This is an optimization exercise on Yosys and OpenROAD, whose aim is small area, a short achievable clock period and few clock cycles per item, not a production implementation.
The RTL was checked by simulation tests, not by an equivalence proof against the original design.

## point_transform_2d_core
module point_transform_2d_core #(
    parameter int COORD_BITS     = 24,
    parameter int TRIG_FRAC_BITS = 15
) (
    input  logic                                     aclk,
    input  logic                                     aresetn,
    input  logic                                     cfg_wr_en,
    input  logic [ptx_pkg::CFG_INDEX_BITS-1:0]       cfg_index,
    input  logic [((COORD_BITS > ptx_pkg::FACTOR_BITS) ? COORD_BITS
                   : ptx_pkg::FACTOR_BITS)-1:0]      cfg_wdata,
    input  logic                                     s_valid,
    output logic                                     s_ready,
    input  logic signed [COORD_BITS-1:0]             s_in_x,
    input  logic signed [COORD_BITS-1:0]             s_in_y,
    output logic                                     m_valid,
    input  logic                                     m_ready,
    output logic signed [COORD_BITS-1:0]             m_out_x,
    output logic signed [COORD_BITS-1:0]             m_out_y,
    output logic                                     m_clipped
);
    localparam int CB = COORD_BITS;
    logic [MODE_BITS-1:0] mode_reg;
    logic signed [CB-1:0] pivot_x_reg, pivot_y_reg, offset_x_reg, offset_y_reg;
    logic [FACTOR_BITS-1:0] factor_x_reg, factor_y_reg;
    logic angle_start, trig_busy, adv, in_load, v2, flip;
    logic signed [16:0] sine, cosine;
    logic [SUM_BITS-9:0] re_s, re_c, im_s, im_c;
    logic re_k, im_k;
    function automatic logic [FACTOR_BITS-1:0] abs_factor(input logic [FACTOR_BITS-1:0] f);
        abs_factor = f[FACTOR_BITS-1] ? FACTOR_BITS'(-f) : f;
    endfunction
    assign angle_start = cfg_wr_en && (cfg_index == REG_ANGLE);
  ...
For scale: ~9200 cells after synthesis, ~130 I/O pins, roughly 0.083 mm^2 of cells after synthesis.
==> flow/config.mk <==
export PLATFORM = sky130hd
export DESIGN_NAME = point_transform_2d_core
export DESIGN_NICKNAME = point_transform_2d_core
export VERILOG_FILES = /design/flow/design.v
export SDC_FILE = /design/flow/constraint.sdc
export NUM_CORES = 4
export LEC_CHECK = 0
export ABC_CLOCK_PERIOD_IN_PS = 3000
export CAP_MARGIN = 20
export CORE_MARGIN = 2
export CORE_UTILIZATION = 60
export SLEW_MARGIN = 20
==> flow/constraint.sdc <==
create_clock -name core_clock -period 14.0 [get_ports {aclk}]
set_input_delay 2.8000 -clock core_clock [delete_from_list [all_inputs] [get_ports {aclk}]]
set_output_delay 2.8000 -clock core_clock [all_outputs]
set_load 0.01 [all_outputs]
standard.sh (not shown) runs the stock make flow with config.mk's settings and CLKGATE_MAP_FILE= SYNTH_SCRIPT=/design/flow/synth_recipe.tcl, a recipe that flattens the netlist after the stock synthesis.
==> flow/flow/run.sh <==
#!/bin/bash
# The standard layout (standard.sh: the standard synthesis and ORFS flow,
# unchanged constraints) with the setup repair asked to leave a margin, so
# that repair_timing also works on paths that already meet the clock.
set -euo pipefail
export SETUP_SLACK_MARGIN=9.3
bash standard.sh > standard.log 2>&1
The starting point went through all stages and came out clean.
Testbench counts at the start, summed over its fixed seeds: cycles 16,920, items 14,130.
==> next run, changes <==
--- a/flow/flow/run.sh
+++ b/flow/flow/run.sh
@@ -6 +6 @@
-export SETUP_SLACK_MARGIN=9.3
+export SETUP_SLACK_MARGIN=8.0
Hold slack stays flat.
Worst setup slack degrades by 0.90 ns.
Routed wire length shrinks by 2.7%.
Sequential share of layout area grows by 1.0 points.
Critical path depth grows by 4.
Final area shrinks by 4.5%.
Final cell count shrinks by 2.6%.
Utilization shrinks by 3.0 points.
Global-route usage shrinks by 0.59 points.
Count of clock-buffer cells in the layout stays the same.
Clock skew stays flat.
==> next run, changes <==
--- a/flow/flow/run.sh
+++ b/flow/flow/run.sh
@@ -6 +6 @@
-export SETUP_SLACK_MARGIN=8.0
+export SETUP_SLACK_MARGIN=9.6
Result:
- cell area rose by 8.3%
- die area stays the same
- via count is higher by 4.5%
==> next run, changes <==
--- a/flow/flow/run.sh
+++ b/flow/flow/run.sh
@@ -6 +6 @@
-export SETUP_SLACK_MARGIN=9.6
+export SETUP_SLACK_MARGIN=9.0
=> The new run completed without violations. Cell count decreases by 1.9%. Non-clock buffer count went down by 208. Synthesized cell count stays the same.


point_transform_2d_core again, from the RTL that the note above started with.
==> flow/config.mk <==
export PLATFORM = sky130hd
export DESIGN_NAME = point_transform_2d_core
export DESIGN_NICKNAME = point_transform_2d_core
export VERILOG_FILES = /design/flow/design.v
export SDC_FILE = /design/flow/constraint.sdc
export NUM_CORES = 4
export LEC_CHECK = 0
export ABC_CLOCK_PERIOD_IN_PS = 3000
export CAP_MARGIN = 20
export CORE_MARGIN = 2
export CORE_UTILIZATION = 60
export SLEW_MARGIN = 20
==> flow/constraint.sdc <==
create_clock -name core_clock -period 14.0 [get_ports {aclk}]
set_input_delay 2.8000 -clock core_clock [delete_from_list [all_inputs] [get_ports {aclk}]]
set_output_delay 2.8000 -clock core_clock [all_outputs]
set_load 0.01 [all_outputs]
==> flow/flow/run.sh <==
#!/bin/bash
# The standard layout (standard.sh: the standard synthesis and ORFS flow,
# unchanged constraints) with the setup repair asked to leave a margin, so
# that repair_timing also works on paths that already meet the clock.
set -euo pipefail
export SETUP_SLACK_MARGIN=8.5
bash standard.sh > standard.log 2>&1
Testbench counts at the start, summed over its fixed seeds: cycles 16,920, items 14,130.
==> next run, changes <==
--- a/flow/flow/run.sh
+++ b/flow/flow/run.sh
@@ -6 +6 @@
-export SETUP_SLACK_MARGIN=8.5
+export SETUP_SLACK_MARGIN=9.0
- CORE_UTILIZATION: 60 -> 66
=> Utilization came out higher by 7.1 points; global-route usage came out higher by 3.0 points; routed wire length came out lower by about 0.9%; first-iteration DRC count came out higher by 8.5%; design area came out higher by about 1.1%; sequential share of layout area came out lower by 0.22 points; count of clock-buffer cells in the layout came out lower by 1; setup slack is better by 0.42 ns; non-clock buffer count came out higher by 113; die area came out lower by 9.0%.

afterwards: timing with drivers on the ports:
The flow's constraints put no driver on any port. The routed layouts listed below were extracted and timed again, unchanged, in two steps. Step 1: set_driving_cell puts a clkbuf_16 on aclk and a buf_2 on each other input, an assumption about the parent block. Step 2 adds t to the input delays and takes it off the output delays; t is the mean of the earliest and latest rising clock arrival at the registers after step 1. Input paths then give back, and output paths get back, about the clock's delay inside the block. a / b / c = ideal ports / drivers / drivers and shift; a / b = the first two.
| run | shift t [ns] | slack for setup (ns) | worst register clock-pin slew, ns | cell pins on the clock port's net |
|---|---|---|---|---|
| the first run of note 1 | 0.804 | 9.184 / 9.184 / 8.742 | 0.07 / 0.07 | 1 |
| the second run of note 1 | 0.806 | 8.286 / 8.286 / 7.875 | 0.07 / 0.07 | 1 |
| the third run of note 1 | 0.816 | 9.167 / 9.167 / 9.050 | 0.07 / 0.07 | 1 |
| the fourth run of note 1 | 0.804 | 9.019 / 9.019 / 8.540 | 0.07 / 0.07 | 1 |
| the first run of note 2 | 0.804 | 8.549 / 8.549 / 8.193 | 0.07 / 0.07 | 1 |
| the second run of note 2 | 0.811 | 8.971 / 8.971 / 8.473 | 0.07 / 0.07 | 1 |
After both steps setup and hold are still met in every run listed. For the second run of note 2, which loses most, drivers alone change the setup slack by 0.000 ns; drivers and shift together by -0.498 ns.
